What follows belongs to an exercise in optimizing a design on an open flow for small area, a short achievable clock period and few clock cycles per item; a production flow would make more cautious choices. At most, simulation tests tie the RTL to the original design; equivalence was not proved. Power and IR drop assume default switching activity.

old:
Design flagged_rle_pitched_blit, start of the top module:
module flagged_rle_pitched_blit #(
	parameter int MAX_DIM   = 4096,
	parameter int ADDR_BITS = 25
) (
	input  wire logic                                clk,
	input  wire logic                                arst_n,
	input  wire logic                                in_valid,
	output logic                                     in_ready,
	input  wire logic                                is_run,
	input  wire logic [7:0]                          pixel_color,
	input  wire logic [7:0]                          run_length,
	output logic                                     out_valid,
	input  wire logic                                out_ready,
	output logic [rleb_pkg::SEG_ADDR_W-1:0]          seg_address,
	output logic [7:0]                               seg_length,
	output logic [7:0]                               seg_color,
	output logic                                     image_done,
	output logic                                     last,
	input  wire logic                                cfg_valid,
	output logic                                     cfg_ready,
	input  wire logic [rleb_pkg::CFG_IDX_W-1:0]      cfg_index,
	input  wire logic [rleb_pkg::CFG_DATA_W-1:0]     cfg_data
);
For scale: roughly 1900 cells after synthesis, roughly 290 flip-flops, ~19000 µm² of cells after synthesis.
==> flow/config.mk <==
export PLATFORM = sky130hd
export DESIGN_NAME = flagged_rle_pitched_blit
export DESIGN_NICKNAME = flagged_rle_pitched_blit
export VERILOG_FILES = /design/flow/design.v
export SDC_FILE = /design/flow/constraint.sdc
export NUM_CORES = 4
export LEC_CHECK = 0
export CAP_MARGIN = 20
export CORE_MARGIN = 2
export CORE_UTILIZATION = 40
export SLEW_MARGIN = 20
==> flow/constraint.sdc <==
create_clock -name core_clock -period 13.0 [get_ports {clk}]
set_input_delay 2.6000 -clock core_clock [delete_from_list [all_inputs] [get_ports {clk}]]
set_output_delay 2.6000 -clock core_clock [all_outputs]
set_load 0.01 [all_outputs]
standard.sh (not shown) runs the stock make flow with config.mk's settings and CLKGATE_MAP_FILE= SYNTH_SCRIPT=/design/flow/synth_recipe.tcl, a recipe that flattens the netlist after the stock synthesis.
==> flow/flow/run.sh <==
#!/bin/bash
# Standard layout (the standard.sh) with three changes to how it is made:
# - ORFS timing repair aims at a setup slack of SETUP_SLACK_MARGIN ns against
#   the 13 ns clock, so it works toward a shorter period;
# - every input and output port still gets its own buffer, but a plain buf_2
#   rather than the delay cell buffer_ports picks by default, so that the
#   repair (which keeps cell footprints) can size port buffers for speed;
# - clock tree synthesis builds from clkbuf_4/clkbuf_8 and adds no dummy loads.
# Each tool's full output goes to standard.log in this folder.
export SETUP_SLACK_MARGIN=9
export BUFFER_PORTS_ARGS="-buffer_cell sky130_fd_sc_hd__buf_2"
export CTS_ARGS="-sink_clustering_enable -repair_clock_nets -dont_use_dummy_load -buf_list {sky130_fd_sc_hd__clkbuf_4 sky130_fd_sc_hd__clkbuf_8}"
bash standard.sh > standard.log 2>&1
Modified inputs, new compared to old
--- a/flow/design.v
+++ b/flow/design.v
@@ -172,23 +172,21 @@
 	localparam int S_IDLE = 0;    
 	localparam int S_BASE = 1;    
 	localparam int S_SMUL = 2;    
 	localparam int S_SUB  = 3;    
 	localparam int S_CHK  = 4;    
 	localparam int S_ROOM = 5;    
 	localparam int S_CMP  = 6;    
 	localparam int S_SETR = 7;    
 	localparam int S_WAIT = 8;    
 	localparam int S_DEC  = 9;    
-	localparam int S_SUB2 = 10;   
-	localparam int S_CMP2 = 11;   
-	localparam int NS     = 12;
+	localparam int NS     = 10;
 	logic [24:0] row_q;
 	logic [12:0] col_q;
 	logic [12:0] room_q;
 	logic [12:0] rows_q;
 	logic        fin_q;        
 	logic        rl1_q;        
 	logic        ready_q;      
 	logic        started_q;    
 	logic [24:0] pw_q;
 	logic        renorm_q;     
@@ -242,78 +240,64 @@
 		upd_count = n - room_q[7:0];
 		reload   = !ready_q && base_ok_q && su_q[S_IDLE];
 		row_pp   = row_q + 25'(pitch);
 		col_ge_w = (col_q >= wc);
 	end
 	logic        mul;
 	logic [13:0] pp0, pp1;
 	logic [30:0] sx, sy, sz;
 	logic        scin;
 	logic [30:0] ss, sc, st;
-	logic [14:0] slo;
-	logic        c14_q;
-	logic        sel_pw_q;     
-	logic        sel_room_q;
-	logic        sel_col_q;
-	logic        cin_q;
-	logic        chi_q;
 	always_comb begin
 		mul   = su_q[S_BASE] || su_q[S_SMUL];
 		pp0   = ({14{su_q[S_BASE] && r_q[0]}} & pitch) | ({14{su_q[S_SMUL] && r_q[0]}} & {1'b0, wc});
 		pp1   = ({14{su_q[S_BASE] && r_q[1]}} & pitch) | ({14{su_q[S_SMUL] && r_q[1]}} & {1'b0, wc});
 		sx = su_q[S_ROOM] ? {18'b0, wc} : {1'b0, r_q};
 		sy = {3'b0, pp0, 14'b0}
-		   | ({31{sel_pw_q}}   & ~{6'b0, pw_q})
-		   | ({31{sel_col_q}}  & ~{18'b0, col_q});
-		sz = {2'b0, pp1, 15'b0}
-		   | ({31{sel_room_q}} & ~{18'b0, room_q});
-		scin = cin_q;
+		   | ({31{su_q[S_SUB]}}      & ~{6'b0, pw_q})
+		   | ({31{su_q[S_ROOM]}}     & ~{18'b0, col_q})
+		   | ({31{su_q[S_CMP]}}      & ~{18'b0, room_q})
+		   | ({31{su_q[S_DEC]}}      & ~{23'b0, len_q});
+		sz = {2'b0, pp1, 15'b0};
+		scin = su_q[S_ROOM] || su_q[S_CMP] || su_q[S_SETR] || su_q[S_DEC];
 		ss = sx ^ sy ^ sz;
 		sc = {((sx[29:0] & sy[29:0]) | (sx[29:0] & sz[29:0]) | (sy[29:0] & sz[29:0])), 1'b0};
-		slo = {1'b0, ss[13:0]} + {1'b0, sc[13:0]} + {14'b0, scin};
-		st[13:0]  = slo[13:0];
-		st[30:14] = ss[30:14] + sc[30:14] + {16'b0, c14_q && chi_q};
+		st = ss + sc + {30'b0, scin};
 	end
 	logic smul_go;
 	logic base_go;
 	always_comb begin
 		smul_go = su_q[S_IDLE] && renorm_q && head_valid && head_nz && !wr_any;
 		base_go = (wr_base && !irr_q) || (su_q[S_IDLE] && !base_ok_q && !smul_go);
 		su_d = '0;
 		if (su_q[S_IDLE]) begin
 			su_d[S_IDLE] = 1'b1;
 		end
 		if (su_q[S_BASE]) begin
 			if (cnt_q == 3'd5) su_d[S_IDLE] = 1'b1;
 			else su_d[S_BASE] = 1'b1;
 		end
 		if (su_q[S_SMUL]) begin
 			if (cnt_q == 3'd6) su_d[S_SUB] = 1'b1;
 			else su_d[S_SMUL] = 1'b1;
 		end
 		if (su_q[S_SUB]) begin
-			su_d[S_SUB2] = 1'b1;
-		end
-		if (su_q[S_SUB2]) begin
 			su_d[S_CHK] = 1'b1;
 		end
 		if (su_q[S_CHK]) begin
 			if (neg_q) su_d[S_IDLE] = 1'b1;
 			else su_d[S_ROOM] = 1'b1;
 		end
 		if (su_q[S_ROOM] || su_q[S_DEC]) begin
 			su_d[S_CMP] = 1'b1;
 		end
 		if (su_q[S_CMP]) begin
-			su_d[S_CMP2] = 1'b1;
-		end
-		if (su_q[S_CMP2]) begin
 			su_d[S_SETR] = 1'b1;
 		end
 		if (su_q[S_SETR]) begin
 			su_d[S_WAIT] = 1'b1;
 		end
 		if (su_q[S_WAIT]) begin
 			if (fire && seg_done) su_d[S_IDLE] = 1'b1;
 			else if (fire) su_d[S_DEC] = 1'b1;
 			else su_d[S_WAIT] = 1'b1;
 		end
@@ -393,28 +377,24 @@
 	always_ff @(posedge clk) begin
 		if (su_d[S_BASE] || su_d[S_SMUL]) begin
 			cnt_q <= su_q[S_IDLE] ? 3'd0 : (base_go ? 3'd0 : cnt_q + 3'd1);
 		end
 		if (base_go) begin
 			r_q <= {4'b0, dcol_n, 2'b0, drow_n};
 		end else if (smul_go) begin
 			r_q <= {17'b0, hc};
 		end else if (mul) begin
 			r_q <= st[30:2];
+		end else if (su_q[S_SUB] || su_q[S_DEC]) begin
+			r_q <= st[29:0];
 		end
 		neg_q <= st[30];
-		c14_q <= slo[14];
-		sel_pw_q   <= su_d[S_SUB] || su_d[S_SUB2] || su_d[S_CMP] || su_d[S_CMP2] || su_d[S_SETR];
-		sel_room_q <= su_d[S_CMP] || su_d[S_CMP2];
-		sel_col_q  <= su_d[S_ROOM];
-		cin_q      <= su_d[S_ROOM] || su_d[S_CMP] || su_d[S_CMP2] || su_d[S_SETR];
-		chi_q      <= su_d[S_SUB2] || su_d[S_CMP2];
 	end
 	always_ff @(posedge clk) begin
 		if (reload || (su_q[S_CHK] && neg_q) || (fire_q && done_q)) begin
 			pw_q <= '0;
 		end else if (fire_q) begin
 			pw_q <= pw_q + 25'(len_q);
 		end
 	end
 	always_ff @(posedge clk) begin
 		if (reload) begin
## What came out
new reports a lower sequential cell count than old does. new vs old — starting density of the core rose 0.37 points. new against old: minimum period implied by the final worst setup slack +0.038 ns; total die area went down; worst-case setup margin in the final layout down 0.038 ns; combinational power now larger.
Testbench counts of new, summed over its fixed seeds: cycles 8,170, items 5,611.
The RTL of old was laid out without a check of its function.

## separate check: timing with driven ports
In the flow no input, the clock included, has a driving cell. The finished layouts below were timed again as built, in two steps.
Step 1 assumes that a clkbuf_16 drives the clock port and a buf_2 every other input.
Step 2, shift: input delay + t, output delay - t, t = (earliest + latest rising clock arrival at the registers) / 2. This alone moves slack from input paths to output paths.
Slacks: ideal ports / drivers / drivers and shift; pairs: ideal ports / drivers.
run | t (ns) | setup slack, ns | slew at the worst register clock pin (ns)
old | 0.673 | 9.063 / 9.057 / 8.418 | 0.06 / 0.06
new | 0.666 | 9.025 / 9.020 / 8.377 | 0.06 / 0.06
After both steps every run listed still meets setup and hold. The setup slack of new, which loses most, moves by -0.005 ns with the drivers and by -0.648 ns with both steps.
